This design comes from an exercise in tuning for small area, a short achievable clock period and few clock cycles per item on the open sky130 flow, not from production work. The RTL was checked by simulation tests, not by an equivalence proof against the original design. No activity file was given, so power comes from the tool's default toggle rates.

==> flow/design.v (outline; a module is shown in full before it is edited, if it fits) <==
// module rbdi_mul: 3681 lines
// module rbdi_dp: 375 lines
// module rigid_body_drag_integrator: 29 lines
module rigid_body_drag_integrator (
    input  logic               i_clk,
    input  logic               i_rst_n,
    input  logic               i_in_valid,
    output logic               o_in_stall,
    input  logic [126:0]       i_in_req,
    output logic               o_out_valid,
    input  logic               i_out_stall,
    output logic [191:0]       o_out_req,
    input  logic               i_cfg_valid,
    output logic               o_cfg_ready,
    input  logic               i_cfg_index,
    input  logic [31:0]        i_cfg_data
);
  // ...
==> flow/run.sh <==
#!/bin/bash
# synth_recipe.tcl (not shown) runs the flow's synth.tcl, then flattens the netlist and writes it again
# the make line also repeats each setting of config.mk as NAME=value (left out here)
make -C /OpenROAD-flow-scripts/flow DESIGN_CONFIG=/design/flow/config.mk WORK_HOME=/design/flow/orfs CLKGATE_MAP_FILE= SYNTH_SCRIPT=/design/flow/synth_recipe.tcl finish
==> flow/config.mk <==
export PLATFORM = sky130hd
export DESIGN_NAME = rigid_body_drag_integrator
export DESIGN_NICKNAME = rigid_body_drag_integrator
export VERILOG_FILES = /design/flow/design.v
export SDC_FILE = /design/flow/constraint.sdc
export NUM_CORES = 4
export LEC_CHECK = 0
export CAP_MARGIN = 20
export CORE_MARGIN = 2
export CORE_UTILIZATION = 50
export SETUP_SLACK_MARGIN = 5
export SLEW_MARGIN = 20
==> flow/constraint.sdc <==
create_clock -name core_clock -period 13.0 [get_ports {i_clk}]
set_input_delay 2.6000 -clock core_clock [delete_from_list [all_inputs] [get_ports {i_clk}]]
set_output_delay 2.6000 -clock core_clock [all_outputs]
set_load 0.01 [all_outputs]
==> results.py, run 1 <==
metrics = {
    "logic_synthesis": {
        "ys_types": 107,
        "synthAdderAreaFrac_pct": 32.1,
        "synth-edff-count": 358,
        "synth-async-reset-ratio_pct": 0,
        "synth_fp_nets": 15300,
        "ys_top_cells_by_count": "nand2_1, nor2_1, inv_1",
        "synth.most_common_cell": "nand2_1",
    },
    "pwr": {
        "max-vdd-ir-drop_mv": 0.115,
        "p_sw_w": 0.00664,
    },
    "final_layout": {
        "multi_input_gates": 10400,
        "syn_to_final_growth_pct": 14.7,
        "regMostFlops": "u_dp.r_q",
        "drive_above_1_share_pct": 10.2,
        "seq_area_share_pct": 14.4,
        "fill_cells": 19800,
        "nClkBuffers": 124,
    },
    "run_status": {
        "status": "complete, no violations",
    },
    "global_route": {
        "grt_max_degree": 84,
        "grt_pass1_vias": 103000,
    },
    "sta": {
        "fmax_mhz": 124,
        "finClkSkew_ps": 110,
        "drv_slew": 0,
    },
    "die": {
        "fp.dieW_um": 470,
        "die_h_um": 470,
        "ios": 360,
    },
    "setup_path": {
        "path_depth": 26,
        "crit_fanout": 12,
        "worst-path-buf-inv": 3,
    },
    "cts": {
        "postCtsSetupRepairBufs": 101,
        "root_buffer": "clkbuf_16",
        "clk_path_buf_depth": 3,
    },
    "routing": {
        "met3_length_um": 53200,
    },
}
Testbench counts, summed over its fixed seeds: cycles 45,864, items 2,400.
==> inputs of run 2 (changes only) <==
--- a/flow/config.mk
+++ b/flow/config.mk
@@ -9,3 +9,3 @@
 export CORE_MARGIN = 2
-export CORE_UTILIZATION = 50
+export CORE_UTILIZATION = 40
 export SETUP_SLACK_MARGIN = 5
==> results.py, run 2 <==
metrics = {
    "run_status": {
        "status": "complete, no violations",
    },
    "setup_path": {
        "reg2reg_slack_ps": 5040,
        "crit_top_cell": "fa_1",
        "start_kind": "flip-flop",
        "cp.arrival_ps": 8550,
        "rr_startpoint": "u_dp.r_iax[0]",
        "cpMaxStageDelayCell": "a21oi_1",
        "rr_worst_depth": 22,
        "cpPeakStageDelay_ps": 740,
        "r2r_end": "u_dp.r_r0[31]",
        "crit_path_end_kind": "flip-flop",
        "worstSetupPathType": "flip-flop to flip-flop",
        "crit_fanout": 37,
        "cp.required_ps": 13580,
        "path_cells": "nor2b_4, buf_6, nand2_1, o21a_1, bufinv_8, buf_4, ha_1, inv_1, mux2i_1, nor2_1, a21oi_1, buf_4, nor2_1, fa_1, inv_1, fa_1, fa_1, fa_1, fa_1, fa_1, inv_1, fa_1",
    },
    "final_layout": {
        "final_area_um2": 124000,
        "nets": 15600,
        "layout_commonest_cell": "nand2_1",
        "syn_to_final_growth_pct": 14.5,
        "regMostFlops": "u_dp.r_q",
        "reg_top3": "u_dp.r_q x132, u_dp.r_disp x96, u_dp.r_vel x96",
        "finalNonFillerCells": 17000,
        "drive_above_1_share_pct": 9.65,
        "largest_register_ffs": 132,
        "final_cell_mix": "nand2_1, nor2_1, inv_1, fa_1, ha_1",
    },
    "cts": {
        "hold_buffers": 0,
        "clock_sinks": 715,
        "root_buffer": "clkbuf_16",
        "clkTransAtPathRegs_ps": 60,
        "cts_tree": "done",
        "clk_path_buf_depth": 3,
        "cts_max_level": 3,
        "clock_latency_ps": 790,
        "cts_buffers": 88,
    },
    "global_route": {
        "grt_max_degree": 96,
        "use_met2_pct": 49.0,
        "antenna_found_initial": 38,
        "grt_pass1_vias": 98100,
        "grt_util_all_layers_pct": 32.1,
        "grt_first_pass_wirelength_um": 659000,
        "overflow": 0,
        "top_usage_layer": "met2",
        "grtUsageMet1_pct": 40.7,
        "grt_use_met3_pct": 8.52,
    },
    "worst_hold_path": {
        "hp-class": "flip-flop to flip-flop",
        "min_from": "u_dp.r_mn3[25]",
        "holdPathStages": 2,
        "hold_path_end": "u_dp.r_mn3[25]",
    },
    "sta": {
        "hold_ws_ps": 483,
        "tns_ps": 0,
        "grt_setup_unrepaired": "yes",
        "finClkSkew_ps": 111,
        "timing.final.crit_share_pct": 61.3,
        "slew_headroom_pct": 14.0,
        "hold_violations": 0,
        "drv_slew": 0,
        "period_minus_slack_ps": 7960,
        "fmax_mhz": 126,
        "max_slew.worst_pin.slew_ps": 1290,
        "setup_viol": 0,
    },
    "pwr": {
        "powerDensity_nw_per_um2": 108,
        "max-vdd-ir-drop_mv": 0.122,
        "leakagePower_nw": 47.7,
    },
    "routing": {
        "routed_wl_um": 459000,
        "viasPerCell": 6.05,
        "wl_per_cell_um": 27.0,
        "via_count": 103000,
        "drc_errors": 0,
        "ant_nets": 0,
        "dr.first_iter.drc_count": 11900,
        "dr.pass1.iters": 7,
    },
    "job": {
        "drv_cap": 0,
    },
    "die": {
        "start_util_pct": 40.2,
        "core_um2": 271000,
        "fp.dieW_um": 525,
        "rows": 191,
        "dieArea_um2": 276000,
        "ios": 360,
        "die_h_um": 525,
    },
    "logic_synthesis": {
        "ys_types": 107,
        "synth-edff-count": 358,
        "yosysWarnings": 1,
        "synth_fp_nets": 15300,
        "synth.top_cell.area_share_pct": 21.8,
        "synth_area_um2": 109000,
        "ys_seq_area_share_pct": 16.5,
        "synth_ff_type": "edfxtp_1",
        "ys_seq_elements": 715,
        "ys_top_cells_by_count": "nand2_1, nor2_1, inv_1",
        "synth.most_common_cell": "nand2_1",
        "yosysTopAreaCell": "fa_1",
        "syn_area_per_cell_um2": 8.33,
        "netlist_instances": 13000,
        "synth-async-reset-ratio_pct": 0,
        "yosys-top-cells-area": "fa_1, ha_1, edfxtp_1",
    },
    "placed_design": {
        "globalplace.congestion": 1.03,
        "placed_cells": 16600,
        "dp_hpwl_um": 350000,
        "io_buffers": 357,
        "dpl-instance-area_um2": 117000,
    },
}
==> run 2: cell counts after synthesis <==
No cell type changed its count.
==> run 2: cell families after synthesis <==
logic type                 after synthesis  share of synthesized area, %
other                                    1                       0.00345
adders and majority gates             2080                          32.1
and+or+nand+nor                       4056                          16.6
DFF                                    715                          16.5
xor gates and xnor gates               689                          5.56
muxes                                  266                          2.51
AOI/OAI and AO/OA                     3297                          20.0
buffers and inverters                 1943                          6.75
==> run 2: area by class of cell <==
class                   instances  area (um2)
fillers                     26500      146000
diodes                         25        62.6
flip-flops and latches        715       17900
multi-input cells           10400       86200
clock buffers                 121        2520
inverters                    1294        4890
repair buffers                821        7730
clock inverters                45         544
well taps                    3570        4470
==> run 2: timing repair <==
item | CTS | global route
endpoints found under the setup margin | 466 | 292
buffers inserted | 81 | 95
hold endpoints to repair | 0 | 0
gates cloned | 11 | 11
resized for setup | 316 | 288
pin swaps | 55 | 82
==> run 2: metrics by stage <==
step	setup WS, ps	utilization [%]	power [W]
global placement	2270	43.2	0.00978
global route	4940	46.0	0.0140
finish	5040	46.0	0.0134
detailed placement	2370	43.2	0.00978
floorplan	5010	-	0.00758
CTS	5000	45.2	0.0128
==> run 2: worst max-delay path by stage <==
stage / startpoint / to
2_1_floorplan: u_dp.r_rem[70] / u_dp.r_rem[71]
3_5_place_dp: u_dp.r_mn3[0] / u_dp.r_rem[6]
6_report: u_dp.r_iax[0] / u_dp.r_r0[31]
3_3_place_gp: u_dp.r_mn3[0] / u_dp.r_rem[6]
4_1_cts: u_dp.r_iax[0] / u_dp.r_r0[13]
5_1_grt: u_dp.r_q[131] / u_dp.r_rem[65]
==> run 2: critical path, delay by kind of cell (launching register included) <==
| family | cells | cell delay [ps] |
|---|---|---|
| mux | 1 | 140 |
| simple gates | 4 | 510 |
| flops | 1 | 520 |
| fa+ha+maj | 8 | 4080 |
| buf+inv | 7 | 1640 |
| compound gates | 2 | 870 |
==> run 2: layer usage <==
| layer | wire, um | vias to the layer above |
|---|---|---|
| met2 | 196000 | 5719 |
| met3 | 51500 | 1396 |
| met1 | 177000 | 50100 |
| li1 | - | 45600 |
| met4 | 34900 | 14 |
| met5 | 190 | - |
==> run 2: report_power, final <==
group / switching, W / total, W / internal [W]
combinational: 0.00511 / 0.00801 / 0.00290
clock: 0.00119 / 0.00266 / 0.00147
sequential: 0.000206 / 0.00276 / 0.00255
==> module rbdi_dp, before the edit <==
module rbdi_dp #(
    parameter int DS = 2
) (
    input  logic               i_clk,
    input  logic               i_rst_n,
    input  logic               i_in_valid,
    output logic               o_in_stall,
    input  logic [126:0]       i_in_req,
    output logic               o_out_valid,
    input  logic               i_out_stall,
    output logic [191:0]       o_out_req,
    input  logic               i_cfg_valid,
    input  logic               i_cfg_index,
    input  logic [31:0]        i_cfg_data
);
    localparam int D = 22 / DS;    
    localparam logic [6:0] S_ACC  = 7'd8;
    localparam logic [6:0] S_DIV  = 7'd5;
    localparam logic [6:0] S_DV   = 7'(5 + D);
    localparam logic [6:0] S_LAST = 7'(7 + D);
    localparam logic [3:0] T_DSP  = 4'd7;
    localparam logic [3:0] T_END  = 4'd10;
    localparam logic [1:0] OP_SQ   = 2'd0;
    localparam logic [1:0] OP_K    = 2'd1;
    localparam logic [1:0] OP_DV   = 2'd2;
    localparam logic [1:0] OP_DISP = 2'd3;
    localparam logic [40:0] CAP = rbdi_pkg::CapVal;
    logic [2:0][31:0] r_vel;
    logic [2:0][31:0] r_disp;
    logic [30:0]      r_mn;          
    logic [32:0]      r_mn3;         
    logic [30:0]      r_drag;
    logic             r_out_valid;
    logic [6:0]       r_step;
    logic [3:0]       r_tail;
    logic [30:0]      r_dt;
    logic [2:0][43:0] r_q;
    logic [2:0][30:0] r_rem;
    logic [2:0]       r_ovf;
    logic [2:0]       r_neg;
    logic             r_v1;
    logic [1:0]       r_op1;
    logic [1:0]       r_ax1;
    logic             r_fl1;
    logic [71:0]      w_row0, w_row1;
    logic [15:0]      w_lo;
    logic             w_c16;
    logic [55:0]      r_r0, r_r1;    
    logic             r_c16;         
    logic signed [32:0] r_h;         
    logic             r_hv;          
    assign o_out_req   = {r_vel[0], r_vel[1], r_vel[2], r_disp[0], r_disp[1], r_disp[2]};
    assign o_out_valid = r_out_valid;
    assign o_in_stall  = (r_step != S_ACC);
    logic       t_iss;         
    logic [1:0] t_ax;
    logic       f_want;        
    logic       f_go;          
    logic       w_abort;
    logic [6:0] n_step;
    assign t_iss = (r_tail >= T_DSP) && (r_tail <= T_DSP + 4'd2);
    assign t_ax  = 2'(r_tail - T_DSP);
    assign f_want  = (r_step <= 7'd5) || (r_step >= S_DV);
    assign w_abort = (r_step != 7'd0) && (r_step < S_ACC) && (!i_in_valid || i_cfg_valid);
    always_comb begin
        if (r_step == 7'd0) begin
            f_go = i_in_valid && !i_cfg_valid && !t_iss;
        end else if (r_step == S_DV) begin
            f_go = !r_out_valid && (r_tail == 4'd0);
        end else begin
            f_go = !(f_want && t_iss);
        end
    end
    always_comb begin
        if (w_abort) begin
            n_step = 7'd0;
        end else if (!f_go) begin
            n_step = r_step;
        end else if (r_step == S_LAST) begin
            n_step = 7'd0;
        end else begin
            n_step = r_step + 7'd1;
        end
    end
    logic [3:0] n_tail;
    always_comb begin
        if (r_step == S_LAST && f_go) begin
            n_tail = 4'd1;
        end else if (r_tail == T_END) begin
            n_tail = 4'd0;
        end else if (r_tail != 4'd0) begin
            n_tail = r_tail + 4'd1;
        end else begin
            n_tail = 4'd0;
        end
    end
    logic [1:0] n_iop;
    logic [1:0] n_iax;
    logic [6:0] n_dstep;
    assign n_dstep = n_step - S_DV;
    always_comb begin
        if (n_tail >= T_DSP && n_tail <= T_DSP + 4'd2) begin
            n_iop = OP_DISP;
            n_iax = n_tail[1:0] - T_DSP[1:0];
        end else if (n_step <= 7'd2) begin
            n_iop = OP_SQ;
            n_iax = n_step[1:0];
        end else if (n_step <= 7'd5) begin
            n_iop = OP_K;
            n_iax = n_step[1:0] - 2'd3;
        end else if (n_step >= S_DV) begin
            n_iop = OP_DV;
            n_iax = n_dstep[1:0];
        end else begin
            n_iop = OP_SQ;
            n_iax = 2'd0;
        end
    end
    logic       iss_v;
    logic [1:0] r_iop;
    logic [1:0] r_iax;
    always_comb begin
        if (t_iss) begin
            iss_v = 1'b1;
        end else if (r_step <= 7'd5) begin
            iss_v = f_go && !w_abort;
        end else if (r_step >= S_DV) begin
            iss_v = f_go;
        end else begin
            iss_v = 1'b0;
        end
    end
    logic [2:0] div_en;
    logic [2:0] div_first;
    always_comb begin
        for (int a = 0; a < 3; a++) begin
            div_en[a]    = f_go && (r_step >= S_DIV + 7'(a)) && (r_step < S_DV + 7'(a));
            div_first[a] = f_go && (r_step == S_DIV + 7'(a));
        end
    end
    logic [31:0] w_x;
    logic        w_xn;
    logic [31:0] w_w;
    logic [43:0] w_qs;
    logic [40:0] w_capq;
    logic [40:0] w_a;
    logic [30:0] w_b;
    logic [30:0] w_c;
    logic        w_fl;
    assign w_x    = r_vel[r_iax];
    assign w_xn   = w_x[31];
    assign w_w    = w_x ^ {32{w_xn}};
    assign w_qs   = r_q[r_iax];
    assign w_capq = (r_ovf[r_iax] || (w_qs[43:41] != '0) || (w_qs[40] && (w_qs[39:0] != '0))) ? CAP : w_qs[40:0];
    always_comb begin
        case (r_iop)
            OP_SQ: begin
                w_a  = {13'd0, w_w[27:0]};
                w_b  = {3'd0, w_w[27:0]};
                w_c  = w_xn ? {2'd0, w_w[27:0], 1'b1} : 31'd0;
                w_fl = (w_w[31:28] != '0) || (w_xn && (w_w[27:0] == '1));
            end
            OP_K: begin
                w_a  = w_qs[40:0];
                w_b  = r_drag;
                w_c  = 31'd0;
                w_fl = 1'b0;
            end
            OP_DV: begin
                w_a  = w_capq;
                w_b  = r_dt;
                w_c  = 31'd0;
                w_fl = 1'b0;
            end
            default: begin
                w_a  = {9'd0, w_w};
                w_b  = r_dt;
                w_c  = w_xn ? r_dt : 31'd0;
                w_fl = w_xn;
            end
        endcase
    end
    logic [55:0] w_ph;
    logic [40:0] w_s;
    logic [31:0] w_disp;
    rbdi_mul u_mul (
        .a    (w_a),
        .b    (w_b),
        .c    (w_c),
        .row0 (w_row0),
        .row1 (w_row1)
    );
    assign {w_c16, w_lo} = {1'b0, w_row0[15:0]} + {1'b0, w_row1[15:0]};
    assign w_ph          = r_r0 + r_r1 + {55'd0, r_c16};
    assign w_s   = r_fl1 ? CAP : w_ph[40:0];
    always_comb begin
        if (r_fl1) begin
            if ((w_ph[55:32] != '0) || (w_ph[31] && (w_ph[30:0] != '0))) begin
                w_disp = 32'h8000_0000;
            end else begin
                w_disp = 32'd0 - w_ph[31:0];
            end
        end else begin
            if (w_ph[55:31] != '0) begin
                w_disp = 32'h7FFF_FFFF;
            end else begin
                w_disp = w_ph[31:0];
            end
        end
    end
    logic signed [31:0] w_f1;
    logic signed [32:0] w_h1;
    logic               w_dcap;
    logic signed [43:0] w_y;
    logic signed [43:0] w_yn;
    logic [43:0]        w_ym;
    logic [40:0]        w_n;
    logic               w_neg;
    always_comb begin
        case (r_iax)
            2'd1:    w_f1 = i_in_req[63:32];
            2'd2:    w_f1 = i_in_req[31:0];
            default: w_f1 = i_in_req[95:64];
        endcase
    end
    assign w_h1 = r_vel[r_iax][31] ? -$signed({w_f1[31], w_f1}) : $signed({w_f1[31], w_f1});
    assign w_dcap = (w_ph[55:41] != '0) || (w_ph[40] && (w_ph[39:0] != '0));
    assign w_y    = $signed({{11{r_h[32]}}, r_h}) - $signed({3'b000, w_ph[40:0]});
    assign w_yn   = $signed({3'b000, w_ph[40:0]}) - $signed({{11{r_h[32]}}, r_h});
    assign w_ym   = w_y[43] ? $unsigned(w_yn) : $unsigned(w_y);
    always_comb begin
        if (w_dcap) begin
            w_n   = r_h[32] ? CAP : (CAP - {8'd0, r_h});
            w_neg = !r_hv;
        end else begin
            w_n   = ((w_ym[43:41] != '0) || (w_ym[40] && (w_ym[39:0] != '0))) ? CAP : w_ym[40:0];
            w_neg = r_hv ? (!w_y[43] && (w_y != '0)) : w_y[43];
        end
    end
    logic signed [31:0] w_v;
    logic               w_dneg;
    logic               w_dbig;
    logic [33:0]        w_dvx;
    logic [34:0]        w_sum1;
    logic signed [33:0] w_sum;
    logic [31:0]        w_nv;
    assign w_v    = r_vel[r_ax1];
    assign w_dneg = r_neg[r_ax1];
    assign w_dbig = (w_ph[55:32] != '0);
    assign w_dvx  = {2'b00, w_ph[31:0]} ^ {34{w_dneg}};
    assign w_sum1 = {w_v[31], w_v[31], w_v, 1'b1} + {w_dvx, w_dneg};
    assign w_sum  = $signed(w_sum1[34:1]);
    always_comb begin
        if (w_dbig) begin
            w_nv = w_dneg ? 32'h8000_0000 : 32'h7FFF_FFFF;
        end else if ((w_sum >= -34'sd655) && (w_sum <= 34'sd655)) begin
            w_nv = 32'd0;
        end else if (w_sum > 34'sh0_7FFF_FFFF) begin
            w_nv = 32'h7FFF_FFFF;
        end else if (w_sum < -34'sh0_8000_0000) begin
            w_nv = 32'h8000_0000;
        end else begin
            w_nv = w_sum[31:0];
        end
    end
    logic [2:0][32:0] w_ovd;         
    logic [2:0][43:0] w_dq;
    logic [2:0][30:0] w_dr;
    always_comb begin
        for (int a = 0; a < 3; a++) begin
            logic [43:0] q;
            logic [30:0] r;
            logic [32:0] t;
            logic [33:0] s1, s2, s3;
            logic [34:0] x1, x2, x3;
            q = r_q[a];
            r = r_rem[a];
            for (int k = 0; k < DS; k++) begin
                t  = {r, q[43:42]};
                x1 = {1'b0, t, 1'b1} + {3'b111, r_mn, 1'b1};
                x2 = {1'b0, t, 1'b1} + {2'b11, r_mn, 2'b11};
                x3 = {1'b0, t, 1'b1} + {1'b1, r_mn3, 1'b1};
                s1 = x1[34:1];
                s2 = x2[34:1];
                s3 = x3[34:1];
                if (!s3[33]) begin
                    q = {q[41:0], 2'd3};
                    r = s3[30:0];
                end else if (!s2[33]) begin
                    q = {q[41:0], 2'd2};
                    r = s2[30:0];
                end else if (!s1[33]) begin
                    q = {q[41:0], 2'd1};
                    r = s1[30:0];
                end else begin
                    q = {q[41:0], 2'd0};
                    r = t[30:0];
                end
            end
            w_dq[a] = q;
            w_dr[a] = r;
            w_ovd[a] = {1'b0, 18'd0, r_rem[a][12:0], 1'b1} + {2'b11, r_mn, 1'b1};
        end
    end
    logic [30:0] w_mass;
    assign w_mass = (i_cfg_data[30:0] == '0) ? 31'd1 : i_cfg_data[30:0];
    always_ff @(posedge i_clk) begin
        if (!i_rst_n) begin
            r_mn        <= ~rbdi_pkg::MassReset;
            r_mn3       <= ~(33'(rbdi_pkg::MassReset) * 33'd3);
            r_drag      <= rbdi_pkg::DragReset;
            r_vel       <= '0;
            r_out_valid <= 1'b0;
            r_step      <= 7'd0;
            r_tail      <= 4'd0;
            r_iop       <= OP_SQ;
            r_iax       <= 2'd0;
            r_v1        <= 1'b0;
        end else begin
            if (i_cfg_valid) begin
                if (i_cfg_index) begin
                    r_drag <= i_cfg_data[30:0];
                end else begin
                    r_mn    <= ~w_mass;
                    r_mn3   <= ~({2'b00, w_mass} + {1'b0, w_mass, 1'b0});
                end
            end
            for (int a = 0; a < 3; a++) begin
                if (r_v1 && r_op1 == OP_DV && r_ax1 == 2'(a)) begin
                    r_vel[a] <= w_nv;
                end
            end
            r_out_valid <= (r_tail == T_END) || (r_out_valid && i_out_stall);
            r_step      <= n_step;
            r_tail      <= n_tail;
            r_iop       <= n_iop;
            r_iax       <= n_iax;
            r_v1        <= iss_v;
        end
    end
    always_ff @(posedge i_clk) begin
        if (r_step == S_ACC) begin
            r_dt <= i_in_req[126:96];
        end
        r_op1 <= r_iop;
        r_ax1 <= r_iax;
        r_fl1 <= w_fl;
        r_r0  <= w_row0[71:16];
        r_r1  <= w_row1[71:16];
        r_c16 <= w_c16;
        r_h   <= w_h1;
        r_hv  <= r_vel[r_iax][31];
        for (int a = 0; a < 3; a++) begin
            if (r_v1 && r_ax1 == 2'(a)) begin
                case (r_op1)
                    OP_SQ: r_q[a] <= {3'b000, w_s};
                    OP_K: begin
                        r_rem[a] <= {18'd0, w_n[40:28]};
                        r_q[a]   <= {w_n[27:0], 16'd0};
                        r_neg[a] <= w_neg;
                    end
                    OP_DISP: r_disp[a] <= w_disp;
                    default: ;
                endcase
            end
            if (div_en[a]) begin
                r_q[a]   <= w_dq[a];
                r_rem[a] <= w_dr[a];
            end
            if (div_first[a]) begin
                r_ovf[a] <= !w_ovd[a][32];
            end
        end
    end
endmodule
==> inputs of run 3 (changes only) <==
--- a/flow/design.v
+++ b/flow/design.v
@@ -3703,8 +3703,7 @@
     localparam int D = 22 / DS;    
-    localparam logic [6:0] S_ACC  = 7'd8;
-    localparam logic [6:0] S_DIV  = 7'd5;
-    localparam logic [6:0] S_DV   = 7'(5 + D);
-    localparam logic [6:0] S_LAST = 7'(7 + D);
-    localparam logic [3:0] T_DSP  = 4'd7;
-    localparam logic [3:0] T_END  = 4'd10;
+    localparam logic [4:0] S_LAST = 5'd16;
+    localparam logic [4:0] S_IDLE = 5'd31;
+    localparam logic [4:0] S_ACC  = 5'd10;
+    localparam logic [4:0] S_HOLD = 5'd15;
+    localparam logic [4:0] S_OUT  = 5'd11;
     localparam logic [1:0] OP_SQ   = 2'd0;
@@ -3720,4 +3719,5 @@
     logic             r_out_valid;
-    logic [6:0]       r_step;
-    logic [3:0]       r_tail;
+    logic [4:0]       r_slot;
+    logic             r_cur;         
+    logic             r_prev;        
     logic [30:0]      r_dt;
@@ -3740,43 +3740,33 @@
     assign o_out_valid = r_out_valid;
-    assign o_in_stall  = (r_step != S_ACC);
-    logic       t_iss;         
-    logic [1:0] t_ax;
-    logic       f_want;        
-    logic       f_go;          
-    logic       w_abort;
-    logic [6:0] n_step;
-    assign t_iss = (r_tail >= T_DSP) && (r_tail <= T_DSP + 4'd2);
-    assign t_ax  = 2'(r_tail - T_DSP);
-    assign f_want  = (r_step <= 7'd5) || (r_step >= S_DV);
-    assign w_abort = (r_step != 7'd0) && (r_step < S_ACC) && (!i_in_valid || i_cfg_valid);
-    always_comb begin
-        if (r_step == 7'd0) begin
-            f_go = i_in_valid && !i_cfg_valid && !t_iss;
-        end else if (r_step == S_DV) begin
-            f_go = !r_out_valid && (r_tail == 4'd0);
-        end else begin
-            f_go = !(f_want && t_iss);
-        end
-    end
-    always_comb begin
-        if (w_abort) begin
-            n_step = 7'd0;
-        end else if (!f_go) begin
-            n_step = r_step;
-        end else if (r_step == S_LAST) begin
-            n_step = 7'd0;
-        end else begin
-            n_step = r_step + 7'd1;
-        end
-    end
-    logic [3:0] n_tail;
-    always_comb begin
-        if (r_step == S_LAST && f_go) begin
-            n_tail = 4'd1;
-        end else if (r_tail == T_END) begin
-            n_tail = 4'd0;
-        end else if (r_tail != 4'd0) begin
-            n_tail = r_tail + 4'd1;
+    assign o_in_stall  = !(r_slot == S_ACC && r_cur);
+    logic       w_req;         
+    logic       w_abort;       
+    logic       w_hold;
+    logic [4:0] n_slot;
+    logic       n_cur;
+    logic       n_prev;
+    assign w_req   = i_in_valid && !i_cfg_valid;
+    assign w_abort = r_cur && (r_slot < S_ACC) && (!i_in_valid || i_cfg_valid);
+    assign w_hold  = r_cur && (r_slot == S_HOLD) && r_out_valid;
+    always_comb begin
+        n_slot = r_slot;
+        n_cur  = r_cur;
+        n_prev = r_prev;
+        if (r_slot == S_IDLE) begin
+            if (w_req) begin
+                n_slot = 5'd0;
+                n_cur  = 1'b1;
+                n_prev = 1'b0;
+            end
+        end else if (w_hold) begin
+            n_slot = r_slot;
+        end else if (w_abort) begin
+            n_cur  = 1'b0;
+            n_slot = r_prev ? r_slot + 5'd1 : S_IDLE;
+        end else if (r_slot == S_LAST) begin
+            n_prev = r_cur;
+            n_cur  = w_req;
+            n_slot = (r_cur || w_req) ? 5'd0 : S_IDLE;
         end else begin
-            n_tail = 4'd0;
+            n_slot = r_slot + 5'd1;
         end
@@ -3785,22 +3775,27 @@
     logic [1:0] n_iax;
-    logic [6:0] n_dstep;
-    assign n_dstep = n_step - S_DV;
+    logic       n_iuse;
+    logic       n_iprev;
     always_comb begin
-        if (n_tail >= T_DSP && n_tail <= T_DSP + 4'd2) begin
-            n_iop = OP_DISP;
-            n_iax = n_tail[1:0] - T_DSP[1:0];
-        end else if (n_step <= 7'd2) begin
-            n_iop = OP_SQ;
-            n_iax = n_step[1:0];
-        end else if (n_step <= 7'd5) begin
-            n_iop = OP_K;
-            n_iax = n_step[1:0] - 2'd3;
-        end else if (n_step >= S_DV) begin
-            n_iop = OP_DV;
-            n_iax = n_dstep[1:0];
-        end else begin
-            n_iop = OP_SQ;
-            n_iax = 2'd0;
-        end
+        n_iuse  = 1'b1;
+        n_iprev = 1'b0;
+        n_iop   = OP_SQ;
+        n_iax   = 2'd0;
+        case (n_slot)
+            5'd0:  begin n_iop = OP_SQ;   n_iax = 2'd0; end
+            5'd1:  begin n_iop = OP_SQ;   n_iax = 2'd1; end
+            5'd2:  begin n_iop = OP_K;    n_iax = 2'd0; end
+            5'd3:  begin n_iop = OP_K;    n_iax = 2'd1; end
+            5'd4:  begin n_iop = OP_DV;   n_iax = 2'd2; n_iprev = 1'b1; end
+            5'd6:  begin n_iop = OP_SQ;   n_iax = 2'd2; end
+            5'd7:  begin n_iop = OP_DISP; n_iax = 2'd0; n_iprev = 1'b1; end
+            5'd8:  begin n_iop = OP_K;    n_iax = 2'd2; end
+            5'd9:  begin n_iop = OP_DISP; n_iax = 2'd1; n_iprev = 1'b1; end
+            5'd10: begin n_iop = OP_DISP; n_iax = 2'd2; n_iprev = 1'b1; end
+            5'd15: begin n_iop = OP_DV;   n_iax = 2'd0; end
+            5'd16: begin n_iop = OP_DV;   n_iax = 2'd1; end
+            default: n_iuse = 1'b0;
+        endcase
     end
+    logic       r_iuse;
+    logic       r_iprev;
     logic       iss_v;
@@ -3808,21 +3803,12 @@
     logic [1:0] r_iax;
-    always_comb begin
-        if (t_iss) begin
-            iss_v = 1'b1;
-        end else if (r_step <= 7'd5) begin
-            iss_v = f_go && !w_abort;
-        end else if (r_step >= S_DV) begin
-            iss_v = f_go;
-        end else begin
-            iss_v = 1'b0;
-        end
-    end
+    assign iss_v = r_iuse && (r_iprev ? r_prev : (r_cur && !w_abort && !w_hold));
     logic [2:0] div_en;
     logic [2:0] div_first;
-    always_comb begin
-        for (int a = 0; a < 3; a++) begin
-            div_en[a]    = f_go && (r_step >= S_DIV + 7'(a)) && (r_step < S_DV + 7'(a));
-            div_first[a] = f_go && (r_step == S_DIV + 7'(a));
-        end
-    end
+    assign div_en[0]    = r_cur && (r_slot >= 5'd4) && (r_slot <= 5'd14) && !w_abort;
+    assign div_en[1]    = r_cur && (r_slot >= 5'd5) && (r_slot <= 5'd15) && !w_abort && !w_hold;
+    assign div_en[2]    = (r_cur && (r_slot >= 5'd10) && (r_slot <= 5'd16) && !w_hold)
+                       || (r_prev && (r_slot <= 5'd3));
+    assign div_first[0] = r_cur && (r_slot == 5'd4);
+    assign div_first[1] = r_cur && (r_slot == 5'd5);
+    assign div_first[2] = r_cur && (r_slot == 5'd10);
     logic [31:0] w_x;
@@ -4000,6 +3986,9 @@
             r_out_valid <= 1'b0;
-            r_step      <= 7'd0;
-            r_tail      <= 4'd0;
+            r_slot      <= S_IDLE;
+            r_cur       <= 1'b0;
+            r_prev      <= 1'b0;
             r_iop       <= OP_SQ;
             r_iax       <= 2'd0;
+            r_iuse      <= 1'b0;
+            r_iprev     <= 1'b0;
             r_v1        <= 1'b0;
@@ -4019,7 +4008,10 @@
             end
-            r_out_valid <= (r_tail == T_END) || (r_out_valid && i_out_stall);
-            r_step      <= n_step;
-            r_tail      <= n_tail;
+            r_out_valid <= (r_prev && r_slot == S_OUT) || (r_out_valid && i_out_stall);
+            r_slot      <= n_slot;
+            r_cur       <= n_cur;
+            r_prev      <= n_prev;
             r_iop       <= n_iop;
             r_iax       <= n_iax;
+            r_iuse      <= n_iuse;
+            r_iprev     <= n_iprev;
             r_v1        <= iss_v;
@@ -4028,3 +4020,3 @@
     always_ff @(posedge i_clk) begin
-        if (r_step == S_ACC) begin
+        if (r_slot == S_ACC && r_cur) begin
             r_dt <= i_in_req[126:96];
--- a/flow/config.mk
+++ b/flow/config.mk
@@ -9,3 +9,3 @@
 export CORE_MARGIN = 2
-export CORE_UTILIZATION = 40
+export CORE_UTILIZATION = 50
 export SETUP_SLACK_MARGIN = 5
==> results.py, run 3 <==
metrics = {
    "setup_path": {
        "crit_fanout": 75,
        "cpMaxStageDelayCell": "a31oi_1",
        "start_kind": "flip-flop",
        "worst-path-buf-inv": 6,
        "crit_path_end_kind": "flip-flop",
        "reg2reg_slack_ps": 4950,
        "rr_startpoint": "u_dp.r_iax[0]",
        "rr_worst_depth": 23,
        "cpPeakStageDelay_ps": 600,
        "cp.required_ps": 13600,
        "cp.arrival_ps": 8650,
        "path_cells": "buf_12, nor2_1, a31oi_1, nand4_1, nor3_2, o21ai_2, o21ai_4, buf_4, buf_4, nand2_1, o21a_1, buf_4, nor2_1, fa_1, inv_1, fa_1, fa_1, fa_1, fa_1, fa_1, fa_1, inv_1, fa_1",
        "r2r_end": "u_dp.r_r1[16]",
        "crit_top_cell": "fa_1",
        "worstSetupPathType": "flip-flop to flip-flop",
        "worst_path_dominant_cell_family": "adder cells",
    },
    "cts": {
        "cts_buffers": 90,
        "cts_tree": "done",
        "clock_latency_ps": 790,
        "clkTransAtPathRegs_ps": 80,
        "clock_sinks": 713,
        "clk_path_buf_depth": 3,
        "root_buffer": "clkbuf_16",
        "hold_buffers": 0,
        "cts_max_level": 3,
    },
    "final_layout": {
        "layout_commonest_cell": "nand2_1",
        "nets": 15600,
        "syn_to_final_growth_pct": 16.1,
        "regMostFlops": "u_dp.r_q",
        "reg_top3": "u_dp.r_q x132, u_dp.r_disp x96, u_dp.r_vel x96",
        "finalNonFillerCells": 16300,
        "largest_register_ffs": 132,
        "drive_above_1_share_pct": 10.4,
        "final_cell_mix": "nand2_1, nor2_1, inv_1, fa_1, ha_1",
    },
    "placed_design": {
        "placed_cells": 15800,
        "dp_hpwl_um": 360000,
        "globalplace.congestion": 1.01,
        "io_buffers": 357,
    },
    "logic_synthesis": {
        "synth.most_common_cell": "nand2_1",
        "synth_area_um2": 107000,
        "synth_fp_nets": 15200,
        "synth-async-reset-ratio_pct": 0,
        "yosysWarnings": 1,
        "ys_top_cells_by_count": "nand2_1, nor2_1, inv_1",
        "ys_seq_area_share_pct": 16.6,
        "synth-edff-count": 358,
        "ys_types": 98,
        "syn_area_per_cell_um2": 8.29,
        "yosysTopAreaCell": "fa_1",
        "ys_seq_elements": 713,
        "synth.top_cell.area_share_pct": 22.1,
        "yosys-top-cells-area": "fa_1, ha_1, edfxtp_1",
        "synth_ff_type": "edfxtp_1",
        "netlist_instances": 12900,
    },
    "die": {
        "die_h_um": 467,
        "dieArea_um2": 218000,
        "rows": 170,
        "start_util_pct": 50.1,
        "ios": 360,
        "fp.dieW_um": 467,
        "core_um2": 214000,
    },
    "worst_hold_path": {
        "hold_path_end": "u_dp.r_q[59]",
        "holdPathStages": 2,
        "hp-class": "flip-flop to flip-flop",
        "min_from": "u_dp.r_q[55]",
    },
    "routing": {
        "dr.first_iter.drc_count": 11100,
        "drc_errors": 0,
        "viasPerCell": 6.44,
        "routed_wl_um": 489000,
        "via_count": 105000,
        "ant_nets": 0,
        "dr.pass1.iters": 9,
        "wl_per_cell_um": 30.1,
    },
    "global_route": {
        "top_usage_layer": "met2",
        "antenna_found_initial": 30,
        "grt_first_pass_wirelength_um": 691000,
        "grt_use_met3_pct": 13.1,
        "grt_util_all_layers_pct": 43.2,
        "grt_pass1_vias": 102000,
        "overflow": 0,
        "grt_max_degree": 78,
        "use_met2_pct": 64.6,
        "grtUsageMet1_pct": 52.0,
    },
    "pwr": {
        "powerDensity_nw_per_um2": 147,
        "max-vdd-ir-drop_mv": 0.146,
        "leakagePower_nw": 48.3,
    },
    "sta": {
        "max_slew.worst_pin.slew_ps": 1170,
        "slew_headroom_pct": 22.2,
        "fmax_mhz": 124,
        "setup_viol": 0,
        "drv_slew": 0,
        "hold_violations": 0,
        "period_minus_slack_ps": 8050,
        "tns_ps": 0,
        "grt_setup_unrepaired": "yes",
        "finClkSkew_ps": 102,
        "timing.final.crit_share_pct": 61.9,
        "hold_ws_ps": 538,
    },
    "job": {
        "drv_cap": 0,
    },
    "run_status": {
        "status": "complete, no violations",
    },
}
==> run 3: worst reg2reg max path, cell delays in order, from the launching register on <==
cell     delay [ps]
dfxtp_4         470
buf_12          400
nor2_1          170
a31oi_1         600
nand4_1         240
nor3_2          270
o21ai_2         160
o21ai_4         220
buf_4           170
buf_4           150
nand2_1         170
o21a_1          180
buf_4           250
nor2_1          200
fa_1            430
inv_1            90
fa_1            440
fa_1            520
fa_1            600
fa_1            450
fa_1            560
fa_1            560
inv_1            60
fa_1            530
==> run 3: cell type report <==
type / count / area [um2]
Fill cell: 19600 / 89500
Multi-Input combinational cell: 10300 / 85600
Sequential cell: 713 / 17900
Timing Repair Buffer: 929 / 9210
Inverter: 1297 / 4910
Tap cell: 2838 / 3550
Clock buffer: 111 / 2500
Clock inverter: 58 / 762
Antenna cell: 14 / 35.0
==> run 3: metal layers <==
| layer | share of wire [%] | up-vias | wire, um |
|---|---|---|---|
| met5 | 0.053 | - | 261 |
| met4 | 9.6 | 24 | 47200 |
| met3 | 12 | 1807 | 56600 |
| met2 | 42 | 6421 | 207000 |
| met1 | 36 | 51100 | 178000 |
| li1 | - | 45300 | - |
==> run 3: metrics by stage <==
step | total power, W | util, % | cell area (um2) | setup slack (ps)
global route | 0.0191 | 58.2 | 124000 | 4830
detailed placement | 0.0141 | 53.7 | 115000 | 2030
finish | 0.0183 | 58.2 | 125000 | 4950
CTS | 0.0174 | 56.7 | 121000 | 4990
floorplan | 0.0102 | - | 107000 | 5010
global placement | 0.0140 | 53.7 | 115000 | 2120
==> run 3: cell families (layout without fill, tap and decap cells) <==
logic type | Yosys count | after routing | share of synthesized area [%]
buf+inv | 1942 | 2395 | 6.86
compound gates | 3305 | 3310 | 19.9
xor+xnor | 675 | 675 | 5.52
other cells | 1 | 15 | 0.00350
mux | 233 | 233 | 2.20
flops | 713 | 713 | 16.6
simple gates | 3991 | 4003 | 16.3
fa+ha+maj | 2076 | 2076 | 32.5
==> run 3: how the worst max path moves through the flow <==
stage / start / to / slack, ps / cells past startpoint
final: u_dp.r_iax[0] / u_dp.r_r1[16] / 4950 / 23
after global routing: u_dp.r_iax[1] / u_dp.r_c16 / 4830 / 34
after CTS: u_dp.r_q[131] / u_dp.r_rem[66] / 4990 / 36
after detailed placement: u_dp.r_mn[1] / u_dp.r_rem[62] / 2030 / 32
after global placement: u_dp.r_mn[1] / u_dp.r_rem[62] / 2120 / 32
after floorplan: u_dp.r_iax[1] / u_dp.r_r0[26] / 5010 / 28
==> run 3: where the power goes <==
part | leakage, nW | internal (W) | switching, W
logic | 40.6 | 0.00428 | 0.00819
clock network | 1.56 | 0.00159 | 0.00121
registers | 6.14 | 0.00280 | 0.000250
total | 48.3 | 0.00868 | 0.00965
==> run 3: timing repair <==
action / in CTS / in global routing
gates resized for setup: 466 / 370
setup endpoints to repair: 370 / 351
setup buffers: 136 / 117
pin swaps: 77 / 104
cloned: 16 / 18
Testbench counts of run 3, summed over its fixed seeds: cycles 41,136, items 2,400.
==> inputs of run 4 (changes only) <==
--- a/flow/design.v
+++ b/flow/design.v
@@ -3702,7 +3702,7 @@
 );
-    localparam int D = 22 / DS;    
-    localparam logic [4:0] S_LAST = 5'd16;
+    localparam int D = 20 / DS;    
+    localparam logic [4:0] S_LAST = 5'd15;
     localparam logic [4:0] S_IDLE = 5'd31;
     localparam logic [4:0] S_ACC  = 5'd10;
-    localparam logic [4:0] S_HOLD = 5'd15;
+    localparam logic [4:0] S_HOLD = 5'd14;
     localparam logic [4:0] S_OUT  = 5'd11;
@@ -3723,3 +3723,3 @@
     logic [30:0]      r_dt;
-    logic [2:0][43:0] r_q;
+    logic [2:0][40:0] r_q;
     logic [2:0][30:0] r_rem;
@@ -3793,4 +3793,4 @@
             5'd10: begin n_iop = OP_DISP; n_iax = 2'd2; n_iprev = 1'b1; end
-            5'd15: begin n_iop = OP_DV;   n_iax = 2'd0; end
-            5'd16: begin n_iop = OP_DV;   n_iax = 2'd1; end
+            5'd14: begin n_iop = OP_DV;   n_iax = 2'd0; end
+            5'd15: begin n_iop = OP_DV;   n_iax = 2'd1; end
             default: n_iuse = 1'b0;
@@ -3806,5 +3806,5 @@
     logic [2:0] div_first;
-    assign div_en[0]    = r_cur && (r_slot >= 5'd4) && (r_slot <= 5'd14) && !w_abort;
-    assign div_en[1]    = r_cur && (r_slot >= 5'd5) && (r_slot <= 5'd15) && !w_abort && !w_hold;
-    assign div_en[2]    = (r_cur && (r_slot >= 5'd10) && (r_slot <= 5'd16) && !w_hold)
+    assign div_en[0]    = r_cur && (r_slot >= 5'd4) && (r_slot <= 5'd13) && !w_abort;
+    assign div_en[1]    = r_cur && (r_slot >= 5'd5) && (r_slot <= 5'd14) && !w_abort && !w_hold;
+    assign div_en[2]    = (r_cur && (r_slot >= 5'd10) && (r_slot <= 5'd15) && !w_hold)
                        || (r_prev && (r_slot <= 5'd3));
@@ -3816,4 +3816,4 @@
     logic [31:0] w_w;
-    logic [43:0] w_qs;
-    logic [40:0] w_capq;
+    logic [40:0] w_qs;
+    logic        w_qbig;
     logic [40:0] w_a;
@@ -3826,3 +3826,3 @@
     assign w_qs   = r_q[r_iax];
-    assign w_capq = (r_ovf[r_iax] || (w_qs[43:41] != '0) || (w_qs[40] && (w_qs[39:0] != '0))) ? CAP : w_qs[40:0];
+    assign w_qbig = r_ovf[r_iax];
     always_comb begin
@@ -3842,6 +3842,6 @@
             OP_DV: begin
-                w_a  = w_capq;
+                w_a  = {1'b0, w_qs[39:0]};
                 w_b  = r_dt;
                 w_c  = 31'd0;
-                w_fl = 1'b0;
+                w_fl = w_qbig;
             end
@@ -3921,4 +3921,4 @@
     assign w_dneg = r_neg[r_ax1];
-    assign w_dbig = (w_ph[55:32] != '0);
-    assign w_dvx  = {2'b00, w_ph[31:0]} ^ {34{w_dneg}};
+    assign w_dbig = r_fl1 ? (r_dt[30:8] != '0) : (w_ph[55:32] != '0);
+    assign w_dvx  = (r_fl1 ? {2'b00, r_dt[7:0], 24'd0} : {2'b00, w_ph[31:0]}) ^ {34{w_dneg}};
     assign w_sum1 = {w_v[31], w_v[31], w_v, 1'b1} + {w_dvx, w_dneg};
@@ -3939,3 +3939,3 @@
     logic [2:0][32:0] w_ovd;         
-    logic [2:0][43:0] w_dq;
+    logic [2:0][39:0] w_dq;
     logic [2:0][30:0] w_dr;
@@ -3943,3 +3943,3 @@
         for (int a = 0; a < 3; a++) begin
-            logic [43:0] q;
+            logic [39:0] q;
             logic [30:0] r;
@@ -3948,6 +3948,6 @@
             logic [34:0] x1, x2, x3;
-            q = r_q[a];
+            q = r_q[a][39:0];
             r = r_rem[a];
             for (int k = 0; k < DS; k++) begin
-                t  = {r, q[43:42]};
+                t  = {r, q[39:38]};
                 x1 = {1'b0, t, 1'b1} + {3'b111, r_mn, 1'b1};
@@ -3959,12 +3959,12 @@
                 if (!s3[33]) begin
-                    q = {q[41:0], 2'd3};
+                    q = {q[37:0], 2'd3};
                     r = s3[30:0];
                 end else if (!s2[33]) begin
-                    q = {q[41:0], 2'd2};
+                    q = {q[37:0], 2'd2};
                     r = s2[30:0];
                 end else if (!s1[33]) begin
-                    q = {q[41:0], 2'd1};
+                    q = {q[37:0], 2'd1};
                     r = s1[30:0];
                 end else begin
-                    q = {q[41:0], 2'd0};
+                    q = {q[37:0], 2'd0};
                     r = t[30:0];
@@ -3974,3 +3974,3 @@
             w_dr[a] = r;
-            w_ovd[a] = {1'b0, 18'd0, r_rem[a][12:0], 1'b1} + {2'b11, r_mn, 1'b1};
+            w_ovd[a] = {1'b0, 14'd0, r_rem[a][16:0], 1'b1} + {2'b11, r_mn, 1'b1};
         end
@@ -4034,6 +4034,6 @@
                 case (r_op1)
-                    OP_SQ: r_q[a] <= {3'b000, w_s};
+                    OP_SQ: r_q[a] <= w_s;
                     OP_K: begin
-                        r_rem[a] <= {18'd0, w_n[40:28]};
-                        r_q[a]   <= {w_n[27:0], 16'd0};
+                        r_rem[a] <= {14'd0, w_n[40:24]};
+                        r_q[a]   <= {1'b0, w_n[23:0], 16'd0};
                         r_neg[a] <= w_neg;
@@ -4045,3 +4045,3 @@
             if (div_en[a]) begin
-                r_q[a]   <= w_dq[a];
+                r_q[a]   <= {1'b0, w_dq[a]};
                 r_rem[a] <= w_dr[a];
--- a/flow/config.mk
+++ b/flow/config.mk
@@ -9,3 +9,3 @@
 export CORE_MARGIN = 2
-export CORE_UTILIZATION = 50
+export CORE_UTILIZATION = 40
 export SETUP_SLACK_MARGIN = 5
==> results.py, run 4 <==
metrics = {
    "run_status": {
        "status": "complete, no violations",
    },
    "logic_synthesis": {
        "synth.top_cell.area_share_pct": 21.3,
        "yosys-top-cells-area": "fa_1, ha_1, edfxtp_1",
        "synth_fp_nets": 15600,
        "yosysTopAreaCell": "fa_1",
        "synth-edff-count": 346,
        "synth.most_common_cell": "nor2_1",
        "synth_ff_type": "dfxtp_1",
        "netlist_instances": 13300,
        "yosysWarnings": 1,
        "ys_top_cells_by_count": "nor2_1, inv_1, fa_1",
        "synth_area_um2": 111000,
        "ys_seq_elements": 704,
        "synth-async-reset-ratio_pct": 0,
        "ys_types": 117,
        "ys_seq_area_share_pct": 15.8,
        "syn_area_per_cell_um2": 8.33,
    },
    "die": {
        "rows": 193,
        "ios": 360,
        "dieArea_um2": 282000,
        "core_um2": 276000,
        "die_h_um": 531,
        "start_util_pct": 40.2,
        "fp.dieW_um": 531,
    },
    "global_route": {
        "grt_util_all_layers_pct": 31.2,
        "overflow": 0,
        "grt_first_pass_wirelength_um": 656000,
        "antenna_found_initial": 40,
        "grt_pass1_vias": 99000,
        "grt_max_degree": 79,
    },
    "final_layout": {
        "reg_top3": "u_dp.r_q x123, u_dp.r_disp x96, u_dp.r_vel x96",
        "nets": 15700,
        "final_cell_mix": "nor2_1, inv_1, fa_1, ha_1, nand2_1",
        "regMostFlops": "u_dp.r_q",
        "register_area_um2": 17600,
        "drive_above_1_share_pct": 9.22,
        "largest_register_ffs": 123,
        "syn_to_final_growth_pct": 12.5,
        "fill_cells": 27400,
        "multiInputGateArea_um2": 87900,
        "layout_commonest_cell": "nor2_1",
    },
    "worst_hold_path": {
        "hp-class": "flip-flop to flip-flop",
        "min_from": "u_dp.r_q[122]",
        "hold_path_end": "u_dp.r_q[122]",
        "holdPathStages": 2,
    },
    "setup_path": {
        "crit_path_end_kind": "flip-flop",
        "r2r_end": "u_dp.r_r0[12]",
        "worstSetupPathType": "flip-flop to flip-flop",
        "start_kind": "flip-flop",
        "crit_fanout": 31,
        "cp.required_ps": 13660,
        "crit_path_start": "u_dp.r_iax[1]",
        "rr_worst_depth": 22,
        "rr_startpoint": "u_dp.r_iax[1]",
        "reg2reg_slack_ps": 5100,
        "cp.arrival_ps": 8560,
    },
    "routing": {
        "viasPerCell": 5.94,
        "ant_nets": 0,
        "via_count": 103000,
        "drc_errors": 0,
        "routed_wl_um": 451000,
        "dr.pass1.iters": 7,
        "wl_per_cell_um": 26.1,
        "dr.first_iter.drc_count": 10100,
    },
    "cts": {
        "root_buffer": "clkbuf_16",
        "clock_latency_ps": 870,
        "clk_path_buf_depth": 4,
        "cts_buffers": 96,
        "clkTransAtPathRegs_ps": 60,
        "hold_buffers": 0,
        "cts_tree": "done",
        "cts_max_level": 3,
        "clock_sinks": 704,
    },
    "placed_design": {
        "dp_hpwl_um": 343000,
        "place_ws_ps": 2750,
        "globalplace.congestion": 1.01,
        "io_buffers": 357,
    },
    "sta": {
        "period_minus_slack_ps": 7900,
        "grt_setup_unrepaired": "no",
        "tns_ps": 0,
        "fmax_mhz": 127,
        "max_slew.worst_pin.slew_ps": 1230,
        "setup_slack_ps": 5100,
        "finClkSkew_ps": 116,
        "slew_headroom_pct": 18.1,
        "timing.final.crit_share_pct": 60.8,
        "hold_violations": 0,
        "drv_slew": 0,
        "setup_viol": 0,
    },
    "pwr": {
        "max-vdd-ir-drop_mv": 0.179,
        "leakagePower_nw": 48.3,
        "powerDensity_nw_per_um2": 158,
    },
    "job": {
        "drv_cap": 0,
    },
}
[run 4: where the power goes]
| part | total, W | internal, W | leakage, nW | switching, W |
|---|---|---|---|---|
| registers | 0.00307 | 0.00280 | 6.06 | 0.000263 |
| logic | 0.0140 | 0.00495 | 40.7 | 0.00904 |
| clock network | 0.00271 | 0.00157 | 1.50 | 0.00114 |
| total | 0.0198 | 0.00932 | 48.3 | 0.0104 |
[run 4: area by class of cell]
type	count	share of cell area [%]
diodes	12	0.0240
clock buffers	136	2.17
clock inverters	37	0.295
inverters	1327	4.00
multi-input cells	10600	70.2
flip-flops and latches	704	14.1
well taps	3705	3.71
repair buffers	736	5.49
repair inverters	1	0.00600
[run 4: logic make-up after synthesis]
logic type,after synthesis,synth area share (%)
adder cells (fa/ha/maj),2092,31.5
buffers and inverters,2022,6.93
multiplexers,295,2.77
other,1,0.00337
XOR/XNOR,687,5.41
flip-flops,704,15.8
AO/OA/AOI/OAI,3587,21.3
AND/OR/NAND/NOR,3956,16.3
[run 4: critical path: stages, from the launching register on]
cell and delay [ps]:
dfxtp_4 410, buf_6 310, buf_6 350, mux2i_1 220
nor2_1 100, a21oi_1 390, xnor2_1 280, mux2_2 340
a22oi_2 110, buf_4 510, nor2_1 140, fa_1 570
inv_1 60, fa_1 510, inv_1 60, fa_1 530
inv_1 60, fa_1 530, fa_1 450, fa_1 540
fa_1 550, inv_1 60, fa_1 550
[run 4: per-stage QoR]
| stage | area [um2] | power, W | cells | utilization, % | hold WS, ps |
|---|---|---|---|---|---|
| 6_report | 125000 | 0.0198 | 17300 | 45.2 | 486 |
| 5_1_grt | 125000 | 0.0208 | 17300 | 45.2 | 513 |
| 4_1_cts | 124000 | 0.0191 | 17200 | 44.8 | 483 |
| 3_5_place_dp | 120000 | 0.0161 | 17000 | 43.2 | 475 |
| 3_3_place_gp | 120000 | 0.0161 | 17000 | 43.2 | 464 |
| 2_1_floorplan | 111000 | 0.0121 | 13300 | - | 329 |
[run 4: metal layers]
metal	wire length (um)	global-route usage, %	share of wire (%)
met1	177000	39.4	39
met3	42500	6.34	9.4
met5	122	0.291	0.027
met4	35300	20.0	7.8
met2	196000	48.5	44
[run 4: worst max-delay path by stage]
stage | cells after the start | slack [ps] | endpoint
after floorplan | 29 | 5040 | u_dp.r_r0[12]
after global placement | 26 | 2800 | u_dp.r_rem[6]
after detailed placement | 26 | 2750 | u_dp.r_rem[6]
after CTS | 27 | 4990 | u_dp.r_rem[13]
after global routing | 30 | 4950 | u_dp.r_rem[30]
final | 22 | 5100 | u_dp.r_r0[12]
[run 4: what timing repair did]
| action | 4_1_cts | 5_1_grt |
|---|---|---|
| pin swaps | 13 | 35 |
| setup buffers | 38 | 63 |
| hold endpoints to repair | 0 | 0 |
| cloned | 7 | 3 |
| endpoints found under the setup margin | 291 | 283 |
| gates resized for setup | 204 | 156 |
Testbench counts of run 4, summed over its fixed seeds: cycles 38,736, items 2,400.
==> inputs of run 5 (changes only) <==
--- a/flow/design.v
+++ b/flow/design.v
@@ -3806,2 +3806,3 @@
     logic [2:0] div_first;
+    logic [1:0] w_fax;             
     assign div_en[0]    = r_cur && (r_slot >= 5'd4) && (r_slot <= 5'd13) && !w_abort;
@@ -3813,2 +3814,3 @@
     assign div_first[2] = r_cur && (r_slot == 5'd10);
+    assign w_fax        = div_first[0] ? 2'd0 : (div_first[1] ? 2'd1 : 2'd2);
     logic [31:0] w_x;
@@ -3938,3 +3940,2 @@
     end
-    logic [2:0][32:0] w_ovd;         
     logic [2:0][39:0] w_dq;
@@ -3974,5 +3975,10 @@
             w_dr[a] = r;
-            w_ovd[a] = {1'b0, 14'd0, r_rem[a][16:0], 1'b1} + {2'b11, r_mn, 1'b1};
         end
     end
+    logic [16:0] w_r0;
+    logic [18:0] w_ovc;
+    logic        w_ovf;
+    assign w_r0  = r_rem[w_fax][16:0];
+    assign w_ovc = {1'b0, w_r0, 1'b1} + {1'b0, r_mn[16:0], 1'b1};
+    assign w_ovf = (r_mn[30:17] == '1) && w_ovc[18];
     logic [30:0] w_mass;
@@ -4049,3 +4055,3 @@
             if (div_first[a]) begin
-                r_ovf[a] <= !w_ovd[a][32];
+                r_ovf[a] <= w_ovf;
             end
==> results.py, run 5 <==
metrics = {
    "run_status": {
        "status": "complete, no violations",
    },
    "pwr": {
        "max-vdd-ir-drop_mv": 0.135,
        "leakagePower_nw": 48.1,
        "powerDensity_nw_per_um2": 156,
    },
    "cts": {
        "root_buffer": "clkbuf_16",
        "cts_buffers": 91,
        "cts_tree": "done",
        "clk_path_buf_depth": 3,
        "hold_buffers": 0,
        "cts_max_level": 3,
        "clock_sinks": 704,
        "clock_latency_ps": 780,
        "clkTransAtPathRegs_ps": 70,
    },
    "sta": {
        "tns_ps": 0,
        "finClkSkew_ps": 89.8,
        "slew_headroom_pct": 13.5,
        "fmax_mhz": 126,
        "hold_violations": 0,
        "timing.final.crit_share_pct": 60.9,
        "grt_setup_unrepaired": "no",
        "hold_ws_ps": 480,
        "setup_viol": 0,
        "period_minus_slack_ps": 7910,
        "max_slew.worst_pin.slew_ps": 1300,
        "drv_slew": 0,
        "setup_slack_ps": 5090,
    },
    "final_layout": {
        "layout_commonest_cell": "nor2_1",
        "drive_above_1_share_pct": 8.69,
        "reg_top3": "u_dp.r_q x123, u_dp.r_disp x96, u_dp.r_vel x96",
        "fill_cells": 26900,
        "register_area_um2": 17600,
        "nets": 15700,
        "syn_to_final_growth_pct": 13.3,
        "final_cell_mix": "nor2_1, inv_1, fa_1, nand2_1, a21oi_1",
        "multiInputGateArea_um2": 86800,
        "largest_register_ffs": 123,
        "regMostFlops": "u_dp.r_q",
    },
    "routing": {
        "ant_nets": 0,
        "wl_per_cell_um": 27.0,
        "drc_errors": 0,
        "dr.pass1.iters": 6,
        "dr.first_iter.drc_count": 10900,
        "viasPerCell": 6.02,
        "routed_wl_um": 465000,
        "via_count": 103000,
    },
    "logic_synthesis": {
        "netlist_instances": 13300,
        "synth-edff-count": 346,
        "ys_top_cells_by_count": "nor2_1, inv_1, fa_1",
        "synth.most_common_cell": "nor2_1",
        "synth_ff_type": "dfxtp_1",
        "synth_fp_nets": 15500,
        "yosysWarnings": 1,
        "yosys-top-cells-area": "fa_1, ha_1, edfxtp_1",
        "ys_seq_area_share_pct": 16.0,
        "synth-async-reset-ratio_pct": 0,
        "syn_area_per_cell_um2": 8.24,
        "ys_seq_elements": 704,
        "yosysTopAreaCell": "fa_1",
        "ys_types": 114,
        "synth.top_cell.area_share_pct": 21.6,
        "synth_area_um2": 110000,
    },
    "global_route": {
        "antenna_found_initial": 20,
        "overflow": 0,
        "grt_first_pass_wirelength_um": 672000,
        "grt_util_all_layers_pct": 32.5,
        "grt_max_degree": 80,
        "grt_pass1_vias": 99600,
    },
    "die": {
        "rows": 192,
        "start_util_pct": 40.2,
        "ios": 360,
        "dieArea_um2": 278000,
        "core_um2": 273000,
        "die_h_um": 528,
        "fp.dieW_um": 528,
    },
    "job": {
        "drv_cap": 0,
    },
    "setup_path": {
        "cp.required_ps": 13620,
        "crit_fanout": 16,
        "crit_path_end_kind": "flip-flop",
        "worstSetupPathType": "flip-flop to flip-flop",
        "cpMaxStageDelayCell": "nor4_2",
        "start_kind": "flip-flop",
        "cp.arrival_ps": 8530,
        "cpPeakStageDelay_ps": 510,
        "crit_top_cell": "buf_4",
    },
    "placed_design": {
        "dp_hpwl_um": 351000,
        "place_ws_ps": 2520,
        "globalplace.congestion": 1.03,
        "io_buffers": 357,
    },
    "worst_hold_path": {
        "hp-class": "flip-flop to flip-flop",
    },
}
-- run 5: cell types whose count changed after synthesis, sizes merged, moves of 46 or more --
cell,previous run,this run
nor2,1725,1929
a22oi,49,99
a211oi,117,206
nand2,890,973
a221o,67,21
o21ai,827,689
a31oi,142,88
o21a,221,159
-- run 5: worst paths after layout --
| check | cells after the start | startpoint | end | slack, ps |
|---|---|---|---|---|
| setup reg to reg | 28 | u_dp.r_c16 | u_dp.r_q[76] | 5090 |
| hold reg to reg | 2 | u_dp.r_q[40] | u_dp.r_q[40] | 480 |
| hold / removal | 2 | u_dp.r_q[40] | u_dp.r_q[40] | 480 |
| setup / recovery | 28 | u_dp.r_c16 | u_dp.r_q[76] | 5090 |
-- run 5: cell type report --
class                      instances  area share [%]
multi-input combinational      10600            69.9
sequential                       704            14.2
timing repair buffer             754            5.71
inverter                        1313            3.98
tap                             3589            3.61
clock buffer                     123            2.08
clock inverter                    47           0.542
antenna                           11          0.0222
-- run 5: per-stage QoR --
step	power [W]	utilization (%)	cell area [um2]	cells
after floorplan	0.0115	-	110000	13300
after global placement	0.0156	43.2	118000	16900
after detailed placement	0.0156	43.3	118000	16900
after CTS	0.0188	45.0	123000	17100
after global routing	0.0204	45.5	124000	17200
final	0.0194	45.5	124000	17200
-- run 5: routing by layer --
metal  vias up  wire length (um)  share of wire [%]  global-route usage (%)
met5         -               102              0.022                   0.156
li1      46200                 -                  -                       -
met1     50600            180000                 39                    41.1
met2      5334            201000                 43                    49.9
met3      1306             47800                 10                    7.33
met4        16             36200                7.8                    20.6
-- run 5: worst max-delay path: cells and delay by family (launching register included) --
kind / cells / cell delay (ps)
AND/OR/NAND/NOR: 9 / 2480
AO/OA/AOI/OAI: 9 / 2080
adder cells (fa/ha/maj): 3 / 1460
buffers and inverters: 5 / 990
flip-flops: 1 / 310
multiplexers: 1 / 220
XOR/XNOR: 1 / 150
-- run 5: report_power, final --
part           internal, W  switching, W  total, W
clock              0.00162       0.00119   0.00280
combinational      0.00465       0.00895    0.0136
sequential         0.00277      0.000267   0.00304
-- run 5: cells by family after synthesis --
logic type               Yosys count  share of synthesized area, %
AND/OR/NAND/NOR                 4186                          17.1
AO/OA/AOI/OAI                   3407                          20.2
adder cells (fa/ha/maj)         2060                          31.6
buffers and inverters           1978                          6.87
flip-flops                       704                          16.0
XOR/XNOR                         702                          5.63
multiplexers                     282                          2.65
other                              1                       0.00342
-- run 5: timing repair --
item / 4_1_cts / 5_1_grt
setup endpoints to repair: 348 / 321
cloned: 7 / 5
setup buffers: 71 / 50
gates resized for setup: 197 / 194
pin swaps: 29 / 32
hold endpoints to repair: 0 / 0
Testbench counts of run 5, summed over its fixed seeds: cycles 38,736, items 2,400.

## separate check: timing with driven ports
How much do the figures lean on ideal ports? The routed layouts below were timed once more, with nothing changed but the port constraints. Step 1, drivers: a clkbuf_16 drives i_clk and a buf_2 each remaining input, both assumed. Step 2, shift: input delay + t, output delay - t, t = (earliest + latest rising clock arrival at the registers) / 2. This alone moves slack from input paths to output paths. a / b / c = no drivers / after step 1 / after step 2; a / b = the first two.
run | t, ns | setup slack, ns | worst setup path at the end | worst slew at a driven data input, ns | pins driven straight from the clock port
run 1 | 0.890 | 4.956 / 4.956 / 4.469 | input to register | 0.33 | 1
run 2 | 0.837 | 5.036 / 5.036 / 4.304 | input to register | 0.25 | 1
run 3 | 0.838 | 4.948 / 4.948 / 4.528 | input to register | 0.08 | 1
run 4 | 0.919 | 5.098 / 5.099 / 4.211 | input to register | 0.23 | 1
run 5 | 0.844 | 5.088 / 5.088 / 4.354 | input to register | 0.22 | 1
After both steps every run listed still meets setup and hold. The setup slack of run 4, which loses most, moves by +0.001 ns with the drivers and by -0.887 ns with both steps.
